Context: an optimization exercise on an open-source flow, tuned for small area, a short achievable clock period and few clock cycles. The choices shown serve that exercise and are no tape-out recipe. The RTL was checked by simulation tests, not by an equivalence proof against the original design.

==> 03-13: inputs <==
## matrix_multiply_engine_core
module matrix_multiply_engine_core
#(
    parameter int MAX_DIM = 8
)
(
    input  logic                                  clk,
    input  logic                                  rst_n,
    input  logic                                  psel,
    input  logic                                  penable,
    input  logic                                  pwrite,
    input  logic [mme_pkg::PADDR_W-1:0]           paddr,
    input  logic [mme_pkg::PDATA_W-1:0]           pwdata,
    output logic [mme_pkg::PDATA_W-1:0]           prdata,
    output logic                                  pready,
    input  logic                                  start,
    output logic                                  busy,
    input  logic [1:0]                            action,
    input  logic [mme_pkg::IDX_W-1:0]             row_index,
    input  logic [mme_pkg::IDX_W-1:0]             col_index,
    input  logic signed [mme_pkg::ELEM_W-1:0]     element_value,
    output logic                                  out_valid,
    output logic [mme_pkg::IDX_W-1:0]             out_row,
    output logic [mme_pkg::IDX_W-1:0]             out_col,
    output logic signed [mme_pkg::ACC_W-1:0]      product_value,
    output logic                                  last
);
    localparam int N  = mme_pkg::NDIM;
    localparam int EW = mme_pkg::ELEM_W;
    localparam int IW = mme_pkg::IDX_W;
    localparam int DW = mme_pkg::DIM_W;
  ...
Settings: LEC_CHECK=0, ABC_CLOCK_PERIOD_IN_PS=2500, CAP_MARGIN=20, CELL_PAD_IN_SITES_DETAIL_PLACEMENT=1, CELL_PAD_IN_SITES_GLOBAL_PLACEMENT=1, CORE_MARGIN=2, CORE_UTILIZATION=45, CTS_CLUSTER_DIAMETER=150, CTS_CLUSTER_SIZE=20, PLACE_DENSITY=0.55, SETUP_SLACK_MARGIN=4.9, SLEW_MARGIN=20, SYNTH_HIERARCHICAL=1, SYNTH_MINIMUM_KEEP_SIZE=0; clock period 8.0 ns.
run.sh (not shown) runs the stock make flow with config.mk's settings and CLKGATE_MAP_FILE= SYNTH_SCRIPT=/design/flow/synth_recipe.tcl, a recipe that flattens the netlist after the stock synthesis.
==> 01-12: changes against 03-13 <==
--- a/flow/design.v
+++ b/flow/design.v
@@ -5417,26 +5417,28 @@
     end
     always_ff @(posedge clk or negedge rst_n)
     begin
         if (!rst_n)
         begin
             rows_m_reg  <= mme_pkg::DIM_RESET;
             inner_k_reg <= mme_pkg::DIM_RESET;
             cols_n_reg  <= mme_pkg::DIM_RESET;
-            rdata_reg   <= '0;
         end
         else
         begin
             rows_m_reg  <= rows_m_nxt;
             inner_k_reg <= inner_k_nxt;
             cols_n_reg  <= cols_n_nxt;
-            rdata_reg   <= rdata_nxt;
         end
     end
+    always_ff @(posedge clk)
+    begin
+        rdata_reg <= rdata_nxt;
+    end
     assign prdata = {{(mme_pkg::PDATA_W-DW){1'b0}}, rdata_reg};
     function automatic logic [IW-1:0] dim_m1(input logic [DW-1:0] dim);
         logic [IW-1:0] r;
         if (dim == '0)
             r = '0;
         else if (dim[3])
             r = IW'(N - 1);
         else
@@ -5521,48 +5523,48 @@
         begin
             busy_reg  <= 1'b0;
             issue_reg <= 1'b0;
             i_reg     <= '0;
             j_reg     <= '0;
             i_oh_reg  <= N'(1);
             j_oh_reg  <= N'(1);
             kmask_reg <= '1;
-            mm1_reg   <= '0;
-            nm1_reg   <= '0;
             v_reg     <= '0;
-            l_reg     <= '0;
         end
         else
         begin
             busy_reg  <= busy_nxt;
             issue_reg <= issue_nxt;
             i_reg     <= i_nxt;
             j_reg     <= j_nxt;
             i_oh_reg  <= N'(1) << i_nxt;
             j_oh_reg  <= N'(1) << j_nxt;
             if (!busy_nxt)
             begin
                 for (int t = 0; t < N; t++)
                     kmask_reg[t] <= (IW'(t) <= dim_m1(inner_k_nxt));
             end
-            if (take_compute)
-            begin
-                mm1_reg <= mm1_eff;
-                nm1_reg <= nm1_eff;
-            end
             v_reg <= {v_reg[D-2:0], (take_compute & spec_ok) | issue_reg};
-            l_reg <= {l_reg[D-2:0], take_compute ? (spec_ok && mm1_eff == '0 && nm1_eff == '0)
-                                                 : (issue_reg & i_end & j_end)};
         end
     end
     always_ff @(posedge clk)
     begin
         if (take_compute)
         begin
+            mm1_reg <= mm1_eff;
+            nm1_reg <= nm1_eff;
+        end
+        l_reg <= {l_reg[D-2:0], take_compute ? (spec_ok && mm1_eff == '0 && nm1_eff == '0)
+                                             : (issue_reg & i_end & j_end)};
+    end
+    always_ff @(posedge clk)
+    begin
+        if (take_compute)
+        begin
             orow_reg <= '0;
             ocol_reg <= '0;
         end
         else if (v_reg[D-1])
         begin
             if (ocol_reg == nm1_reg)
             begin
                 ocol_reg <= '0;
--- a/flow/config.mk
+++ b/flow/config.mk
@@ -8,13 +8,13 @@
 export ABC_CLOCK_PERIOD_IN_PS = 2500
 export CAP_MARGIN = 20
 export CELL_PAD_IN_SITES_DETAIL_PLACEMENT = 1
 export CELL_PAD_IN_SITES_GLOBAL_PLACEMENT = 1
 export CORE_MARGIN = 2
 export CORE_UTILIZATION = 45
 export CTS_CLUSTER_DIAMETER = 150
 export CTS_CLUSTER_SIZE = 20
-export PLACE_DENSITY = 0.55
-export SETUP_SLACK_MARGIN = 4.9
+export PLACE_DENSITY = 0.6
+export SETUP_SLACK_MARGIN = 5.0
 export SLEW_MARGIN = 20
 export SYNTH_HIERARCHICAL = 1
 export SYNTH_MINIMUM_KEEP_SIZE = 0
==> 04-03: changes against 03-13 <==
--- a/flow/design.v
+++ b/flow/design.v
@@ -5524,17 +5524,16 @@
             i_reg     <= '0;
             j_reg     <= '0;
             i_oh_reg  <= N'(1);
             j_oh_reg  <= N'(1);
             kmask_reg <= '1;
             mm1_reg   <= '0;
             nm1_reg   <= '0;
             v_reg     <= '0;
-            l_reg     <= '0;
         end
         else
         begin
             busy_reg  <= busy_nxt;
             issue_reg <= issue_nxt;
             i_reg     <= i_nxt;
             j_reg     <= j_nxt;
             i_oh_reg  <= N'(1) << i_nxt;
@@ -5545,22 +5544,25 @@
                     kmask_reg[t] <= (IW'(t) <= dim_m1(inner_k_nxt));
             end
             if (take_compute)
             begin
                 mm1_reg <= mm1_eff;
                 nm1_reg <= nm1_eff;
             end
             v_reg <= {v_reg[D-2:0], (take_compute & spec_ok) | issue_reg};
-            l_reg <= {l_reg[D-2:0], take_compute ? (spec_ok && mm1_eff == '0 && nm1_eff == '0)
-                                                 : (issue_reg & i_end & j_end)};
         end
     end
     always_ff @(posedge clk)
     begin
+        l_reg <= {l_reg[D-2:0], take_compute ? (spec_ok && mm1_eff == '0 && nm1_eff == '0)
+                                             : (issue_reg & i_end & j_end)};
+    end
+    always_ff @(posedge clk)
+    begin
         if (take_compute)
         begin
             orow_reg <= '0;
             ocol_reg <= '0;
         end
         else if (v_reg[D-1])
         begin
             if (ocol_reg == nm1_reg)
--- a/flow/config.mk
+++ b/flow/config.mk
@@ -8,13 +8,13 @@
 export ABC_CLOCK_PERIOD_IN_PS = 2500
 export CAP_MARGIN = 20
 export CELL_PAD_IN_SITES_DETAIL_PLACEMENT = 1
 export CELL_PAD_IN_SITES_GLOBAL_PLACEMENT = 1
 export CORE_MARGIN = 2
 export CORE_UTILIZATION = 45
 export CTS_CLUSTER_DIAMETER = 150
 export CTS_CLUSTER_SIZE = 20
-export PLACE_DENSITY = 0.55
-export SETUP_SLACK_MARGIN = 4.9
+export PLACE_DENSITY = 0.6
+export SETUP_SLACK_MARGIN = 5.0
 export SLEW_MARGIN = 20
 export SYNTH_HIERARCHICAL = 1
 export SYNTH_MINIMUM_KEEP_SIZE = 0
==> results by group <==
Route
  – Vias: 85,300

Outcome
  – Outcome: timing/DRC/antenna clean

Synth
  – Yosys cell types: 86
  – Synthesized instance count: 9,426

Critical path
  – Worst Path Arrival: 4000 ps

Floorplan
  – Initial core utilization: 45.2%
[end of results for 03-13]
==> results by group <==
Outcome
  – Outcome: timing/DRC/antenna clean

STA
  – Unrepaired setup endpoints after global routing: true

Floorplan
  – Initial core utilization: 45.3%

Synth
  – Synthesized instance count: 9,426
  – Yosys cell types: 86

Global route
  – Grt total ovfl: 0

Route
  – Vias: 84,800
[end of results for 04-03]
==> results by group <==
Floorplan
  – Initial core utilization: 45.2%

Route
  – Vias: 84,500

Outcome
  – Outcome: timing/DRC/antenna clean

Synth
  – Yosys cell types: 84
  – Synthesized instance count: 9,405

Critical path
  – CP cell instances: fa_1, fa_2, fa_1, fa_2, fa_2
[end of results for 01-12]
Testbench counts of 03-13, summed over its fixed seeds: cycles 7,318.
Testbench counts of 01-12, summed over its fixed seeds: cycles 7,318.
Testbench counts of 04-03, summed over its fixed seeds: cycles 7,318.

* * *

==> branch raven: inputs <==
matrix_multiply_engine_core, a different RTL version from the one above (not shown whole).
==> flow/config.mk <==
export PLATFORM = sky130hd
export DESIGN_NAME = matrix_multiply_engine_core
export DESIGN_NICKNAME = matrix_multiply_engine_core
export VERILOG_FILES = /design/flow/design.v
export SDC_FILE = /design/flow/constraint.sdc
export NUM_CORES = 4
export LEC_CHECK = 0
export ABC_CLOCK_PERIOD_IN_PS = 2500
export CAP_MARGIN = 20
export CELL_PAD_IN_SITES_DETAIL_PLACEMENT = 1
export CELL_PAD_IN_SITES_GLOBAL_PLACEMENT = 1
export CORE_MARGIN = 2
export CORE_UTILIZATION = 45
export CTS_CLUSTER_DIAMETER = 150
export CTS_CLUSTER_SIZE = 20
export PLACE_DENSITY = 0.55
export SETUP_SLACK_MARGIN = 4.9
export SLEW_MARGIN = 20
export SYNTH_HIERARCHICAL = 1
export SYNTH_MINIMUM_KEEP_SIZE = 0
==> flow/constraint.sdc <==
create_clock -name core_clock -period 8.0 [get_ports {clk}]
set_input_delay 1.6000 -clock core_clock [delete_from_list [all_inputs] [get_ports {clk}]]
set_output_delay 1.6000 -clock core_clock [all_outputs]
set_load 0.01 [all_outputs]
==> branch maple (differences from branch raven) <==
--- a/flow/design.v
+++ b/flow/design.v
@@ -5689,11 +5689,10 @@
             j_oh_reg  <= N'(1);
             kmask_reg <= '1;
             mm1_reg   <= '0;
             nm1_reg   <= '0;
             v_reg     <= '0;
-            l_reg     <= '0;
         end
         else
         begin
             busy_reg  <= busy_nxt;
             issue_reg <= issue_nxt;
@@ -5710,16 +5709,19 @@
             begin
                 mm1_reg <= mm1_eff;
                 nm1_reg <= nm1_eff;
             end
             v_reg <= {v_reg[D-2:0], (take_compute & spec_ok) | issue_reg};
-            l_reg <= {l_reg[D-2:0], take_compute ? (spec_ok && mm1_eff == '0 && nm1_eff == '0)
-                                                 : (issue_reg & i_end & j_end)};
         end
     end
     always_ff @(posedge clk)
     begin
+        l_reg <= {l_reg[D-2:0], take_compute ? (spec_ok && mm1_eff == '0 && nm1_eff == '0)
+                                             : (issue_reg & i_end & j_end)};
+    end
+    always_ff @(posedge clk)
+    begin
         if (take_compute)
         begin
             orow_reg <= '0;
             ocol_reg <= '0;
         end
==> flow/config.mk (replaced) <==
export PLATFORM = sky130hd
export DESIGN_NAME = matrix_multiply_engine_core
export DESIGN_NICKNAME = matrix_multiply_engine_core
export VERILOG_FILES = /design/flow/design.v
export SDC_FILE = /design/flow/constraint.sdc
export NUM_CORES = 4
export LEC_CHECK = 0
export ABC_CLOCK_PERIOD_IN_PS = 2500
export CAP_MARGIN = 20
export CORE_MARGIN = 2
export CORE_UTILIZATION = 55
export CTS_CLUSTER_DIAMETER = 150
export CTS_CLUSTER_SIZE = 20
export PLACE_DENSITY = 0.65
export SETUP_SLACK_MARGIN = 4.95
export SLEW_MARGIN = 20
export SYNTH_HIERARCHICAL = 1
export SYNTH_MINIMUM_KEEP_SIZE = 0
==> branch fjord (differences from branch raven) <==
--- a/flow/design.v
+++ b/flow/design.v
@@ -5689,11 +5689,10 @@
             j_oh_reg  <= N'(1);
             kmask_reg <= '1;
             mm1_reg   <= '0;
             nm1_reg   <= '0;
             v_reg     <= '0;
-            l_reg     <= '0;
         end
         else
         begin
             busy_reg  <= busy_nxt;
             issue_reg <= issue_nxt;
@@ -5710,16 +5709,19 @@
             begin
                 mm1_reg <= mm1_eff;
                 nm1_reg <= nm1_eff;
             end
             v_reg <= {v_reg[D-2:0], (take_compute & spec_ok) | issue_reg};
-            l_reg <= {l_reg[D-2:0], take_compute ? (spec_ok && mm1_eff == '0 && nm1_eff == '0)
-                                                 : (issue_reg & i_end & j_end)};
         end
     end
     always_ff @(posedge clk)
     begin
+        l_reg <= {l_reg[D-2:0], take_compute ? (spec_ok && mm1_eff == '0 && nm1_eff == '0)
+                                             : (issue_reg & i_end & j_end)};
+    end
+    always_ff @(posedge clk)
+    begin
         if (take_compute)
         begin
             orow_reg <= '0;
             ocol_reg <= '0;
         end
--- a/flow/config.mk
+++ b/flow/config.mk
@@ -11,10 +11,10 @@
 export CELL_PAD_IN_SITES_GLOBAL_PLACEMENT = 1
 export CORE_MARGIN = 2
 export CORE_UTILIZATION = 45
 export CTS_CLUSTER_DIAMETER = 150
 export CTS_CLUSTER_SIZE = 20
-export PLACE_DENSITY = 0.55
-export SETUP_SLACK_MARGIN = 4.9
+export PLACE_DENSITY = 0.6
+export SETUP_SLACK_MARGIN = 5.0
 export SLEW_MARGIN = 20
 export SYNTH_HIERARCHICAL = 1
 export SYNTH_MINIMUM_KEEP_SIZE = 0
==> flow_summary.toml <==
[logic_synthesis]
synth_xor_area_share_pct = 7.41
yosysSeqAreaShare_pct = 58.0

[layout]
post-route-util_pct = 58.9
insertedDiodeCount = 10

[setup_path]
startpoint = "a_two_reg[19]$_DFF_P_"
cp.depth = 5

[grt]
grt_pass1_vias = 84100
met2_usage_pct = 51.4
antenna_found_initial = 25

[drt]
met2_length_um = 200000
routedWlPerCell_um = 35.4
wl_met1_um = 171000

[placement]
placed_cells = 12400

[floorplanning]
fp.dieW_um = 509

[outcome]
status = "timing/DRC/antenna clean"
(the above is from branch maple)
==> flow_summary.toml <==
[outcome]
status = "timing/DRC/antenna clean"

[drt]
wl_met1_um = 205000
met2_length_um = 221000
routedWlPerCell_um = 36.1

[logic_synthesis]
synth_xor_area_share_pct = 7.41

[floorplanning]
fp.dieW_um = 562

[grt]
antenna_found_initial = 48
met2_usage_pct = 47.3

[setup_path]
startpoint = "busy_reg$_DFF_PN0_"
crit_end = "busy"

[layout]
post-route-util_pct = 48.8

[placement]
placed_cells = 13100

[cts]
cts_tree = "built"
(the above is from branch fjord)
==> flow_summary.toml <==
[outcome]
status = "timing/DRC/antenna clean"

[grt]
antenna_found_initial = 54

[drt]
wl_met1_um = 224000
met2_length_um = 223000

[logic_synthesis]
synth_xor_area_share_pct = 7.41
yosysSeqAreaShare_pct = 58.0

[placement]
placed_cells = 13200

[setup_path]
cp.depth = 1

[layout]
insertedDiodeCount = 23
(the above is from branch raven)
Testbench counts of branch raven, summed over its fixed seeds: cycles 7,366.
Testbench counts of branch maple, summed over its fixed seeds: cycles 7,366.
Testbench counts of branch fjord, summed over its fixed seeds: cycles 7,366.

-- afterwards: timing with drivers on the ports --
Ports are ideal in the flow. The routed layouts listed here were re-timed in OpenROAD. Step 1, drivers: a clkbuf_16 drives clk and a buf_2 each remaining input, both assumed. Step 2 also shifts input and output timing later by t, the mid clock arrival at the registers, as if the neighbouring blocks saw the same clock. Three values: ideal, step 1, step 2; two values: the first two.
run	t (ns)	setup WS [ns]	worst slew at a driven data input, ns	cell pins on the clock port's net
03-13	0.985	4.748 / 4.748 / 4.193	0.08	1
01-12	0.984	4.868 / 4.833 / 4.308	0.07	1
04-03	0.989	4.872 / 4.826 / 4.355	0.04	1
branch raven	1.012	4.848 / 4.745 / 4.087	0.11	1
branch maple	0.974	4.892 / 4.852 / 4.350	0.12	1
branch fjord	0.989	4.938 / 4.839 / 4.317	0.09	1
After both steps every run listed still meets setup and hold. For branch raven, which loses most, drivers alone change the setup slack by -0.103 ns; drivers and shift together by -0.761 ns.
